This is an optimization exercise on Yosys and OpenROAD, whose aim is a short achievable clock period and few clock cycles per item, not a production implementation. In this exercise RTL edits were held to simulation tests only and were not proved equivalent to the original.

==> flow/design.v (outline; a module is shown in full before it is edited, if it fits) <==
// module pulsing_led_level_controller_unit: 1436 lines
module pulsing_led_level_controller_unit (
  input  logic        clk_i,
  input  logic        rst_ni,
  input  logic        in_valid,
  output logic        in_ready,
  input  logic [1:0]  in_command,
  input  logic [31:0] in_now_ms,
  input  logic [31:0] in_last_point_ms,
  input  logic [7:0]  in_red,
  input  logic [7:0]  in_green,
  input  logic [7:0]  in_blue,
  output logic        out_valid,
  input  logic        out_ready,
  output logic [17:0] out_level,
  output logic        out_pulsing,
  output logic [7:0]  out_red,
  output logic [7:0]  out_green,
  output logic [7:0]  out_blue,
  input  logic        psel,
  input  logic        penable,
  input  logic        pwrite,
  input  logic [3:0]  paddr,
  input  logic [31:0] pwdata,
  output logic [31:0] prdata,
  output logic        pready
);
  // ...
==> flow/flow/run.sh <==
#!/bin/bash
set -uo pipefail
bash standard.sh SETUP_SLACK_MARGIN=7.3 finish > orfs_make.log 2>&1
==> flow/standard.sh <==
#!/bin/bash
# synth_recipe.tcl (not shown) runs the flow's synth.tcl, then flattens the netlist and writes it again
# the make line also repeats each setting of config.mk as NAME=value (left out here)
make -C /OpenROAD-flow-scripts/flow DESIGN_CONFIG=/design/flow/config.mk WORK_HOME=/design/flow/orfs CLKGATE_MAP_FILE= SYNTH_SCRIPT=/design/flow/synth_recipe.tcl "${@:-finish}"
==> flow/config.mk <==
export PLATFORM = sky130hd
export DESIGN_NAME = pulsing_led_level_controller_unit
export DESIGN_NICKNAME = pulsing_led_level_controller_unit
export VERILOG_FILES = /design/flow/design.v
export SDC_FILE = /design/flow/constraint.sdc
export NUM_CORES = 4
export LEC_CHECK = 0
export CAP_MARGIN = 20
export CORE_MARGIN = 2
export CORE_UTILIZATION = 40
export SLEW_MARGIN = 20
==> flow/constraint.sdc <==
create_clock -name core_clock -period 11.0 [get_ports {clk_i}]
set_input_delay 2.2000 -clock core_clock [delete_from_list [all_inputs] [get_ports {clk_i}]]
set_output_delay 2.2000 -clock core_clock [all_outputs]
set_load 0.01 [all_outputs]
==> summary.txt, run 1 <==
status -> timing/DRC/antenna clean
initial antenna violation count -> 69
adder-cell share of the synthesized area -> 29.95%
Crit Reg-Reg Startpoint -> nkp1[2]
Post-Layout Inst Area -> 282600 um^2
worst setup margin -> 7050 ps
launch point of the worst path -> ov_q
hold_ws -> 297.0 ps
height of the chip -> 795.4 um
GRT met1 Usage -> 31.41%
vias in the first global route -> 178.2k
Hold Path Stages -> 0
crit path cell chain -> buf_6
Post-CTS Setup Inserts -> 103
Total GRT Usage -> 23.96%
dominant cells by area after synthesis -> fa_1 (20%), edfxtp_1 (18%), dfxtp_1 (18%)
mux cell area share after synthesis -> 0.9051%
metal2 WL -> 353.5 mm
post-synthesis instance total -> 22.90k
Tcrit/Tclk final -> 35.90%
cells on worst reg2reg path -> 14
via/cell ratio -> 5.409
CTS tree -> done
crit-path leading delay family -> flip-flops
total CTS buffers -> 441
# H-tree levels -> 5
critical path depth -> 1
tap cells -> 8322
Site Rows -> 290
DP Worst Slack -> 5564 ps
Clock Pin Slew Worst Setup and Hold Paths -> 60 ps
Cells after DPL -> 30.97k
Testbench counts, summed over its fixed seeds: cycles 10,176, items 9,600.
==> inputs of run 2 (changes only) <==
--- a/flow/design.v
+++ b/flow/design.v
@@ -533,20 +533,20 @@
     if (bc2 == 5'd1 && sg_q) qt9 <= 18'd0 - qt9;
     if (bc2 == 5'd4) begin qt10 <= e2qa; rt10 <= e2an; end
     if (bc2 == 5'd1 && sg_q) qt10 <= 18'd0 - qt10;
     if (bc2 == 5'd2) begin qt11 <= e2qb; rt11 <= e2bn; end
     if (bc2 == 5'd1 && sg_q) qt11 <= 18'd0 - qt11;
     if (bc2 == 5'd2) begin qt12 <= e2qc; rt12 <= e2cn; end
     if (bc2 == 5'd1 && sg_q) qt12 <= 18'd0 - qt12;
   end
-  logic       in_ready_q;
+  logic       in_ready_q, irn_q;   
   logic [4:0] occ_q;
   logic [10:0] v;
-  wire        acc = in_valid & in_ready_q;
+  wire        acc = in_valid & !irn_q;
   assign in_ready = in_ready_q;
   wire [18:0] ms0_l0_0_s = ({19{in_now_ms[0]}} & {5'd0, m0}) ^ ({19{in_now_ms[1]}} & {5'd0, m1}) ^ ({19{in_now_ms[2]}} & {5'd0, m2});
   wire [18:0] ms0_l0_0_m = (({19{in_now_ms[0]}} & {5'd0, m0}) & ({19{in_now_ms[1]}} & {5'd0, m1})) | (({19{in_now_ms[0]}} & {5'd0, m0}) & ({19{in_now_ms[2]}} & {5'd0, m2})) | (({19{in_now_ms[1]}} & {5'd0, m1}) & ({19{in_now_ms[2]}} & {5'd0, m2}));
   wire [18:0] ms0_l0_0_c = {ms0_l0_0_m[17:0], 1'b0};
   wire [18:0] ms0_l0_1_s = ({19{in_now_ms[3]}} & {5'd0, m3}) ^ ({19{in_now_ms[4]}} & {5'd0, m4}) ^ ({19{in_now_ms[5]}} & {5'd0, m5});
   wire [18:0] ms0_l0_1_m = (({19{in_now_ms[3]}} & {5'd0, m3}) & ({19{in_now_ms[4]}} & {5'd0, m4})) | (({19{in_now_ms[3]}} & {5'd0, m3}) & ({19{in_now_ms[5]}} & {5'd0, m5})) | (({19{in_now_ms[4]}} & {5'd0, m4}) & ({19{in_now_ms[5]}} & {5'd0, m5}));
   wire [18:0] ms0_l0_1_c = {ms0_l0_1_m[17:0], 1'b0};
   wire [18:0] ms0_l0_2_s = ({19{in_now_ms[6]}} & {5'd0, m6}) ^ ({19{in_now_ms[7]}} & {5'd0, m7}) ^ ({19{in_now_ms[8]}} & {5'd0, m8});
@@ -1311,17 +1311,17 @@
   wire [9:0]  ptr = ha9r + hb9r + {9'd0, cy9r};
   wire [9:0]  ptg = ha9g + hb9g + {9'd0, cy9g};
   wire [9:0]  ptb = ha9b + hb9b + {9'd0, cy9b};
   wire [7:0]  cr = col9 ? col_sat(ptr) : 8'd0;
   wire [7:0]  cg = col9 ? col_sat(ptg) : 8'd0;
   wire [7:0]  cb = col9 ? col_sat(ptb) : 8'd0;
   wire [42:0] pd = {lvl9, pul9, cr, cg, cb};
   wire        pv = v[10];
-  logic        ov_q;
+  logic        ov_q, ovn_q;   
   logic [42:0] od_q;
   logic [3:0]  wr_q, rd_q;
   logic [15:0] rdh_q, curh_q, wrh_q;
   logic [42:0] ff0;
   logic [42:0] ff1;
   logic [42:0] ff2;
   logic [42:0] ff3;
   logic [42:0] ff4;
@@ -1371,18 +1371,18 @@
     hold = hold | ({43{curh_q[9]}} & ff9);
     hold = hold | ({43{curh_q[10]}} & ff10);
     hold = hold | ({43{curh_q[11]}} & ff11);
     hold = hold | ({43{curh_q[12]}} & ff12);
     hold = hold | ({43{curh_q[13]}} & ff13);
     hold = hold | ({43{curh_q[14]}} & ff14);
     hold = hold | ({43{curh_q[15]}} & ff15);
   end
-  wire ld     = !ov_q | out_ready;
-  wire take   = ov_q & out_ready;
+  wire ld     = ovn_q | out_ready;
+  wire take   = !ovn_q & out_ready;
   wire fne    = wr_q != rd_q;
   wire adv    = ld & (fne | pv);
   wire [42:0] nxt = fne ? head : pd;
   wire [15:0] nxth = fne ? rdh_q : wrh_q;
   wire [3:0] wr_p1 = wr_q + 1'b1;
   wire [3:0] rd_p1 = rd_q + 1'b1;
   wire [4:0] occ_p1 = occ_q + 5'd1;
   wire [4:0] occ_m1 = occ_q - 5'd1;
@@ -1405,31 +1405,35 @@
     if (pv && wrh_q[15]) ff15 <= pd;
     od_q <= ld ? nxt : hold;
     if (ld) curh_q <= nxth;
   end
   always_ff @(posedge clk_i or negedge rst_ni) begin
     if (!rst_ni) begin
       v <= '0;
       ov_q <= 1'b0;
+      ovn_q <= 1'b1;
       wr_q <= '0;
       rd_q <= '0;
       wrh_q <= 16'd1;
       rdh_q <= 16'd1;
       occ_q <= 5'd0;
       in_ready_q <= 1'b0;
+      irn_q <= 1'b1;
     end else begin
       v <= {v[9:0], acc};
       ov_q <= ld ? (fne | pv) : 1'b1;
+      ovn_q <= ld ? !(fne | pv) : 1'b0;
       wr_q <= pv ? wr_p1 : wr_q;
       rd_q <= adv ? rd_p1 : rd_q;
       wrh_q <= pv ? {wrh_q[14:0], wrh_q[15]} : wrh_q;
       rdh_q <= adv ? {rdh_q[14:0], rdh_q[15]} : rdh_q;
       occ_q <= (acc & !take) ? occ_p1 : (!acc & take) ? occ_m1 : occ_q;
       in_ready_q <= (occ_q <= 5'd14) && (bc1 <= 5'd1) && (bc2 <= 5'd6) && !wp_q && !wr_en;
+      irn_q <= !((occ_q <= 5'd14) && (bc1 <= 5'd1) && (bc2 <= 5'd6) && !wp_q && !wr_en);
     end
   end
   assign out_valid   = ov_q;
   assign out_level   = od_q[42:25];
   assign out_pulsing = od_q[24];
   assign out_red     = od_q[23:16];
   assign out_green   = od_q[15:8];
   assign out_blue    = od_q[7:0];
==> run 2 against run 1 <==
  * Final cell count decreased by 0.85%
  * Synthesized area down 0.53%
  * Sequential share of layout area is 0.18 points higher
  * Maximum frequency rose by 2.4%
  * Critical path type unchanged
  * Critical path depth stayed put
==> summary.txt, run 2 <==
critical path launch point type -> register (unchanged)
status -> timing/DRC/antenna clean (unchanged)
Max Freq -> 259.3 MHz (was 253.2 MHz)
via/cell ratio -> 5.370 (was 5.409)
max cap viols -> 0 (unchanged)
post-synthesis instance total -> 22.66k (was 22.90k)
launch point of the worst path -> ov_q (unchanged)
hold buffers post-CTS -> 0 (unchanged)
Die Span X -> 793.3 um (was 795.4 um)
Final #Nets -> 27.70k (was 27.91k)
slew margin rel. -> 12.74% (was 20.31%)
dominant cells by area after synthesis -> fa_1 (20%), edfxtp_1 (18%), dfxtp_1 (18%) (unchanged)
max reg flops -> 141 (unchanged)
hold crit path type -> reg2reg (unchanged)
yosys warns -> 8 (unchanged)
total CTS buffers -> 440 (was 441)
clock latency (worst-skew pair) -> 1120 ps (about the same)
vias in the first global route -> 175.8k (was 178.2k)
Yosys top cell by area -> fa_1 (unchanged)
routed wire length per instance -> 23.68 um (was 24.12 um)
Post-synth ARST share -> 3.891% (was 3.842%)
Slew @ Worst Pin -> 1306 ps (was 1194 ps)
crit-path leading delay family -> flip-flops (unchanged)
Post-Layout Inst Area -> 281300 um^2 (was 282600 um^2)
Synth cell types -> 101 (was 100)
largest net degree at the start of global routing -> 159 (was 75)
Worst Path Class, Setup -> reg2out (unchanged)
count of final hold-check violations -> 0 (unchanged)
Final min period -> 3856 ps (was 3950 ps)
clk buf depth -> 4 (unchanged)
CP Capture Point -> out_valid (unchanged)
cells on worst reg2reg path -> 14 (unchanged)
Syn Area/Cell -> 11.00 um^2 (was 10.94 um^2)
Cell Area, Synth -> 249200 um^2 (was 250500 um^2)
register area share after synthesis -> 38.26% (was 38.04%)
Total GRT Usage -> 23.44% (was 23.96%)
Detail Placement HPWL -> 524.2 mm (was 540.6 mm)
Detailed Route WL -> 753.0 mm (was 773.5 mm)
die area -> 629300 um^2 (was 632600 um^2)
r2r setup slk -> 7200 ps (was 7180 ps)
via count -> 170.8k (was 173.5k)
Crit Reg-Reg Startpoint -> nkp7[0] (was nkp1[2])
Final Skew -> 117.7 ps (was 161.7 ps)
fraction of layout cells with a size suffix above 1 -> 9.693% (was 9.269%)
critical path fanouts, max -> 1 (was 3)
Cell Area, Placed -> 261300 um^2 (was 262800 um^2)
Biggest register -> a0 (unchanged)
crit path capture type -> primary output (unchanged)
setup violators final -> 0 (unchanged)
height of the chip -> 793.3 um (was 795.4 um)
number of flops mapped to enable cells by yosys -> 1527 (unchanged)
top cells by instance count after synthesis -> inv_1 (3541), fa_1 (2528), dfxtp_1 (2277) (was inv_1 (3585), fa_1 (2528), dfxtp_1 (2277))
core footprint -> 620100 um^2 (was 623700 um^2)
Site Rows -> 289 (was 290)
Post-Route Utilization -> 45.36% (was 45.30%)
Ports -> 211 (unchanged)
critical path depth -> 1 (unchanged)
crit path DAT -> 1660 ps (was 1750 ps)
Clock Sinks -> 3958 (was 3956)
Slowest-stage cell, CP -> dfrtp_1 (was dfrtp_2)
DRC viols -> 0 (unchanged)
Pre-Repair DR Iteration Count -> 10 (was 9)
Tcrit/Tclk final -> 35.06% (was 35.90%)
top-area cell type share of the netlist area -> 20.31% (was 20.20%)
largest stage delay on the critical path -> 400 ps (was 480 ps)
count leader, synth -> inv_1 (unchanged)
most frequent cells in the layout -> inv_1 (3482), fa_1 (2495), dfxtp_1 (2174), ha_1 (1926), and2_1 (1755) (was inv_1 (3529), fa_1 (2500), dfxtp_1 (2173), ha_1 (1940), and2_1 (1761))
hold_ws -> 262.5 ps (was 297.0 ps)
ys flop type -> dfxtp_1 (unchanged)
Worst Path Required -> 8800 ps (about the same)
Clock Pin Slew Worst Setup and Hold Paths -> 60 ps (about the same)
commonest non-fill, non-tap cell in the layout -> inv_1 (unchanged)
clock root cell -> clkbuf_16 (unchanged)
unrepaired setup endpoints after global routing -> true (unchanged)
DR iter-0 viols -> 15.25k (was 14.90k)
crit path cell chain -> buf_2 (was buf_6)
gr ovfl total -> 0 (unchanged)
# H-tree levels -> 5 (unchanged)
GPL Wtd Cong -> 0.9373 (was 0.9788)
RR Endpoint -> e2r[12] (was m29[9])
sum of buffers and inverters on the critical path -> 1 (unchanged)
CTS tree -> done (unchanged)
Initial Util -> 40.18% (was 40.16%)
IO buf count -> 177 (unchanged)
post-synthesis register bit count -> 3958 (was 3956)
setup TNS -> 0 ps (unchanged)
initial antenna violation count -> 58 (was 69)
post-route ant nets -> 0 (unchanged)
max-slew violations -> 0 (unchanged)
Area Overhead vs Synth -> 12.88% (was 12.80%)
first-pass GRT wire length -> 1115 mm (was 1148 mm)
## run 2: repair_timing
action                                   CTS  global route
endpoints found under the setup margin  1540          1353
pin swaps                                 79           132
gates resized for setup                  800           385
setup buffers                            111           101
hold endpoints to repair                   0             0
gates cloned                               6            13
## run 2: area by class of cell
type / instances / area [um^2]
antenna: 35 / 87.58
clock buffer: 598 / 12450
clock inverter: 227 / 2474
fill: 56973 / 338900
inverter: 3543 / 13420
multi-input combinational: 14473 / 140500
sequential: 3958 / 95680
tap: 8293 / 10380
timing repair buffer: 672 / 6311
## run 2: logic make-up (layout without fill, tap and decap cells)
kind of cell             after synthesis  in the layout  share of synthesized area (%)
XOR/XNOR                            1000           1002                          3.523
flip-flops                          3958           3958                          38.26
other                                  2             51                       0.003014
AND/OR/NAND/NOR                     5326           5330                          11.48
multiplexers                         168            174                         0.8019
adder cells (fa/ha/maj)             4480           4480                          30.11
buffers and inverters               4259           5040                          6.450
AO/OA/AOI/OAI                       3467           3471                          9.368
## run 2: worst min-delay path by stage
stage | slack (ps) | endpoint | startpoint | cells after the start
2_1_floorplan | 310 | c1[0] | c0[0] | 0
3_3_place_gp | 310 | cg7r[8] | cg7ar[8] | 0
3_5_place_dp | 310 | c2[8] | c1[8] | 0
4_1_cts | 270 | pul9 | pul8 | 0
5_1_grt | 290 | pul9 | pul8 | 0
6_report | 260 | pul9 | pul8 | 0
## run 2: metrics by stage
step / setup WS (ps) / cells
global route: 7063 / 31784
finish: 7144 / 31799
CTS: 7006 / 31647
detailed placement: 5724 / 30705
global placement: 5737 / 30705
floorplan: 6922 / 22674
## run 2: routing by layer
layer	track usage [%]	share of wire [%]	vias to the layer above
met2	37.25	45	7143
met5	0	0.014	-
met1	31.32	42	85578
li1	-	-	75984
met3	4.059	8.1	2033
met4	10.82	5.4	14
Testbench counts of run 2, summed over its fixed seeds: cycles 10,176, items 9,600.

==> static timing again, ports no longer ideal <==
The results above use ideal ports. As a check the final layouts listed here were re-extracted and re-timed, cells and wires unchanged. Step 1: set_driving_cell puts a clkbuf_16 on clk_i and a buf_2 on each other input, an assumption about the parent block. Step 2 moves the port delays by t, midway between the first and last clock arrival at a register: inputs arrive t later, outputs are due t later. That takes back most of the time a late clock gives input paths. Slacks: ideal / step 1 / step 2; pairs: ideal / step 1.
| run | t, ns | setup slack, ns | worst hold slack (ns) | clock arrival spread, ns | worst data-port slew with drivers (ns) |
|---|---|---|---|---|---|
| run 1 | 1.175 | 7.050 / 6.921 / 6.212 | 0.297 / 0.297 / 0.297 | 0.175 / 0.175 | 0.21 |
| run 2 | 1.192 | 7.144 / 7.013 / 6.221 | 0.263 / 0.263 / 0.263 | 0.138 / 0.138 | 0.15 |
After both steps every run listed still meets setup and hold. For run 2, which loses most, drivers alone change the setup slack by -0.131 ns; drivers and shift together by -0.923 ns.
